From an optimization exercise on the open Yosys and OpenROAD flow, aimed at small area, a short achievable clock period and few clock cycles; shortcuts taken in it are not production practice.
Where RTL was checked, it was by simulation tests only, not by an equivalence proof against the original.
Power and IR drop assume default switching activity.

Design nmea_gga_position_parser, start of the top module:
module nmea_gga_position_parser (
  input  logic        clk_i,
  input  logic        rst_ni,
  input  logic        in_valid_i,
  output logic        in_stall_o,
  input  logic [7:0]  rx_byte_i,
  output logic        out_valid_o,
  input  logic        out_stall_i,
  output logic [29:0] lat_e7_o,
  output logic [30:0] lon_e7_o,
  output logic        lat_ok_o,
  output logic        lon_ok_o,
  input  logic        cfg_valid_i,
  output logic        cfg_ready_o,
  input  logic [7:0]  cfg_field_separator_i
);
  function automatic logic [5:0] qstep(input logic [1:0] r, input logic [3:0] t);
    case ({r, t})
      6'd0: qstep = {4'd0, 2'd0};
      6'd1: qstep = {4'd0, 2'd2};
      6'd2: qstep = {4'd1, 2'd1};
      6'd3: qstep = {4'd2, 2'd0};
      6'd4: qstep = {4'd2, 2'd2};
      6'd5: qstep = {4'd3, 2'd1};
      6'd6: qstep = {4'd4, 2'd0};
      6'd7: qstep = {4'd4, 2'd2};
      6'd8: qstep = {4'd5, 2'd1};
      6'd9: qstep = {4'd6, 2'd0};
      6'd16: qstep = {4'd3, 2'd1};
      6'd17: qstep = {4'd4, 2'd0};
      6'd18: qstep = {4'd4, 2'd2};
      6'd19: qstep = {4'd5, 2'd1};
      6'd20: qstep = {4'd6, 2'd0};
      6'd21: qstep = {4'd6, 2'd2};
      6'd22: qstep = {4'd7, 2'd1};
      6'd23: qstep = {4'd8, 2'd0};
      6'd24: qstep = {4'd8, 2'd2};
      6'd25: qstep = {4'd9, 2'd1};
      6'd32: qstep = {4'd6, 2'd2};
      6'd33: qstep = {4'd7, 2'd1};
      6'd34: qstep = {4'd8, 2'd0};
      6'd35: qstep = {4'd8, 2'd2};
      6'd36: qstep = {4'd9, 2'd1};
      6'd37: qstep = {4'd10, 2'd0};
      6'd38: qstep = {4'd10, 2'd2};
      6'd39: qstep = {4'd11, 2'd1};
      6'd40: qstep = {4'd12, 2'd0};
      6'd41: qstep = {4'd12, 2'd2};
      default: qstep = 6'd0;
    endcase
  endfunction
  function automatic logic [7:0] hdr_char(input logic [2:0] pos);
    case (pos)
      3'd1:    hdr_char = 8'h47;   
      3'd2:    hdr_char = 8'h50;   
      3'd3:    hdr_char = 8'h47;   
      3'd4:    hdr_char = 8'h47;   
      3'd5:    hdr_char = 8'h41;   
      default: hdr_char = 8'h00;
    endcase
  endfunction
  logic [7:0]  sep_q;
  logic        stall_q, stall_d;
  logic        vld_q;
  logic [7:0]  byte_q;
  logic [2:0]  pos_q, pos_d;      
  logic        hdr_q, hdr_d;
  logic [2:0]  fld_q, fld_d;      
  logic        pt_q, pt_d;
  logic        dig_q, dig_d;
  ...
Size in the first run: roughly 110 flip-flops, roughly 87 I/O pins.
clock: 7.5 ns
lec_check: 0
abc_clock_period_in_ps: 3000
cap_margin: 20
core_margin: 2
core_utilization: 40
slew_margin: 20
run.sh (not shown) runs the stock make flow with config.mk's settings and CLKGATE_MAP_FILE= SYNTH_SCRIPT=/design/flow/synth_recipe.tcl, a recipe that flattens the netlist after the stock synthesis.
The starting point ran to the end with no violations.
==> next run, changes <==
ABC_CLOCK_PERIOD_IN_PS = unset   (was 3000)
- The changed run produced a clean layout
- worst hold slack does not change
- non-clock buffer count stays the same
- global-route usage stays the same
- synthesized area does not change
- via count stays the same
- clock power barely changes
- combinational power barely changes
- maximum frequency is unchanged
- design area is unchanged
- clock skew is unchanged
Function was not checked in any run of this note: the RTL went through the layout flow alone.

---

## the baseline
nmea_gga_position_parser, a different RTL version from the one above (not shown whole).
For scale: roughly 920 cells after synthesis, roughly 130 flip-flops, ~87 I/O pins, about 0.0078 mm² of cells after synthesis.
clock: 7.5 ns
lec_check: 0
cap_margin: 20
core_margin: 2
core_utilization: 55
setup_slack_margin: 5
slew_margin: 20
standard.sh (not shown) runs the stock make flow with config.mk's settings and CLKGATE_MAP_FILE= SYNTH_SCRIPT=/design/flow/synth_recipe.tcl, a recipe that flattens the netlist after the stock synthesis.
==> flow/flow/run.sh <==
#!/bin/bash
# Standard layout, but the port buffers are buf_2 cells instead of the
# default pick, which is a slow delay buffer.
set -euo pipefail
export BUFFER_PORTS_ARGS="-buffer_cell sky130_fd_sc_hd__buf_2"
bash standard.sh > standard.log 2>&1
The baseline completed; timing, DRC and antenna clean
Changes in the candidate relative to the baseline:
diff --git a/flow/config.mk b/flow/config.mk
--- a/flow/config.mk
+++ b/flow/config.mk
@@ -10,3 +10,3 @@
 export CORE_UTILIZATION = 55
-export SETUP_SLACK_MARGIN = 5
+export SETUP_SLACK_MARGIN = 4.5
 export SLEW_MARGIN = 20
- Row via count: the candidate lower / the baseline higher
- The candidate reached the final stage; the timing, design-rule and antenna checks on its layout passed.
- Comparing the baseline and the candidate, the lower total wire length after detailed routing is on the candidate.
- Against the baseline, the candidate comes in 700 µm lower on wire length of the first global-routing pass.
- The candidate has more setup slack than the baseline.
- Cell area | the candidate vs the baseline | the candidate smaller
Function was not checked in any run of this note: the RTL went through the layout flow alone.

---

## sierra
nmea_gga_position_parser, a different RTL version from the one above (not shown whole).
For scale: about 1200 cells after synthesis, about 130 flip-flops, roughly 87 I/O pins.
Design nmea_gga_position_parser, start of the top module:
module nmea_gga_position_parser (
  input  logic        clk_i,
  input  logic        rst_ni,
  input  logic        in_valid_i,
  output logic        in_stall_o,
  input  logic [7:0]  rx_byte_i,
  output logic        out_valid_o,
  input  logic        out_stall_i,
  output logic [29:0] lat_e7_o,
  output logic [30:0] lon_e7_o,
  output logic        lat_ok_o,
  output logic        lon_ok_o,
  input  logic        cfg_valid_i,
  output logic        cfg_ready_o,
  input  logic [7:0]  cfg_field_separator_i
);
clock: 7.5 ns
lec_check: 0
abc_area: 1
cap_margin: 20
core_margin: 2
core_utilization: 55
gpl_timing_driven: 1
setup_slack_margin: 5
slew_margin: 20
Scripts as last shown in full above: flow/flow/run.sh
Every stage of the flow completed for sierra, and the final layout passed the timing, design-rule and antenna checks.
Testbench counts of sierra, summed over its fixed seeds: cycles 28,425.
Input-level comparison between raven and sierra:
Settings: a deleted GPL_TIMING_DRIVEN that had been 1; a change of SETUP_SLACK_MARGIN from 5 to 4.5.
Notes after the runs:
raven has total power density per cell area above what sierra had. Compared with sierra, in raven hold slack shows no meaningful change, relative area change from synthesis to final layout shrank by 3.4 points.
Edits applied to the flow inputs when going from raven to delta:
Settings: CTS_CLUSTER_SIZE now 40, previously not set; ABC_AREA no longer set, was 1; CTS_CLUSTER_DIAMETER now 80, previously not set.
==> comparison <==
- When the final numbers for delta and raven were put side by side, the post-synthesis cell area turned out to be greater in raven.
- | detailed-route wire length | lower: delta |
- Looking only at routed wirelength normalized by instance count, and setting everything else aside, the lower value of delta and raven goes to raven.
- [delta] minimum setup slack in the final design fell 190 ps relative to raven
- delta vs raven: power in sequential cells down by a few percent
- raven vs delta, end point of the critical path: lat_q[26] vs lat_q[27]
- Comparing delta and raven, the lower sequential-to-total area share from yosys stat is on raven.
- Diff delta and raven: worst hold slack lower in raven
The inputs of xenon differ from those of delta as listed below.
Settings: CTS_CLUSTER_DIAMETER no longer set, was 80; CTS_CLUSTER_SIZE no longer set, was 40; ABC_AREA now 1, previously not set; SLEW_MARGIN now 0, was 20; CAP_MARGIN now 0, was 20; SETUP_SLACK_MARGIN now 5, was 4.5.
==> run summary <==
No run among delta and xenon stopped early or left any final violation; all are clean.
xenon: average wire length per cell after detail routing 16% below delta
Looking only at flip-flop and latch share of the layout cell area, and setting everything else aside, the higher value of delta and xenon goes to delta.
Worst clock skew across delta and xenon: no real change.
Number of multi-input combinational cells in the layout ended up 29% higher on xenon than on delta.
Note that the routed via count divided by cell count recorded for xenon amounts to 0.901 times the value seen in delta.
Combined area of the multi-input logic cells: delta and xenon compared, lower one is xenon
Synthesized cell count up 304 in xenon wrt delta

what the ideal ports hide:
Ports are ideal in the flow. The routed layouts listed here were re-timed in OpenROAD. Step 1 (the two cells are an assumption about what drives the block):
set clk [get_ports {clk_i}]
set_driving_cell -lib_cell sky130_fd_sc_hd__clkbuf_16 $clk
set_driving_cell -lib_cell sky130_fd_sc_hd__buf_2 [delete_from_list [all_inputs] $clk]
Step 2 adds t to the input delays and takes it off the output delays; t is the mean of the earliest and latest rising clock arrival at the registers after step 1. Input paths then give back, and output paths get back, about the clock's delay inside the block. a / b / c = ideal / step 1 / step 2; a / b = the first two.
| run | t (ns) | setup WS [ns] | latest minus earliest clock arrival (ns) |
|---|---|---|---|
| the first run of note 1 | 0.403 | 1.745 / 1.745 / 1.745 | 0.009 / 0.008 |
| the second run of note 1 | 0.403 | 1.745 / 1.745 / 1.745 | 0.009 / 0.008 |
| the baseline | 0.463 | 4.478 / 4.478 / 4.478 | 0.014 / 0.014 |
| the candidate | 0.464 | 4.500 / 4.500 / 4.500 | 0.010 / 0.011 |
| sierra | 0.464 | 5.017 / 4.976 / 4.742 | 0.010 / 0.010 |
| raven | 0.464 | 4.770 / 4.755 / 4.745 | 0.013 / 0.013 |
| delta | 0.466 | 4.580 / 4.580 / 4.580 | 0.010 / 0.010 |
| xenon | 0.464 | 5.017 / 4.976 / 4.742 | 0.010 / 0.010 |
After both steps every run listed still meets setup and hold.
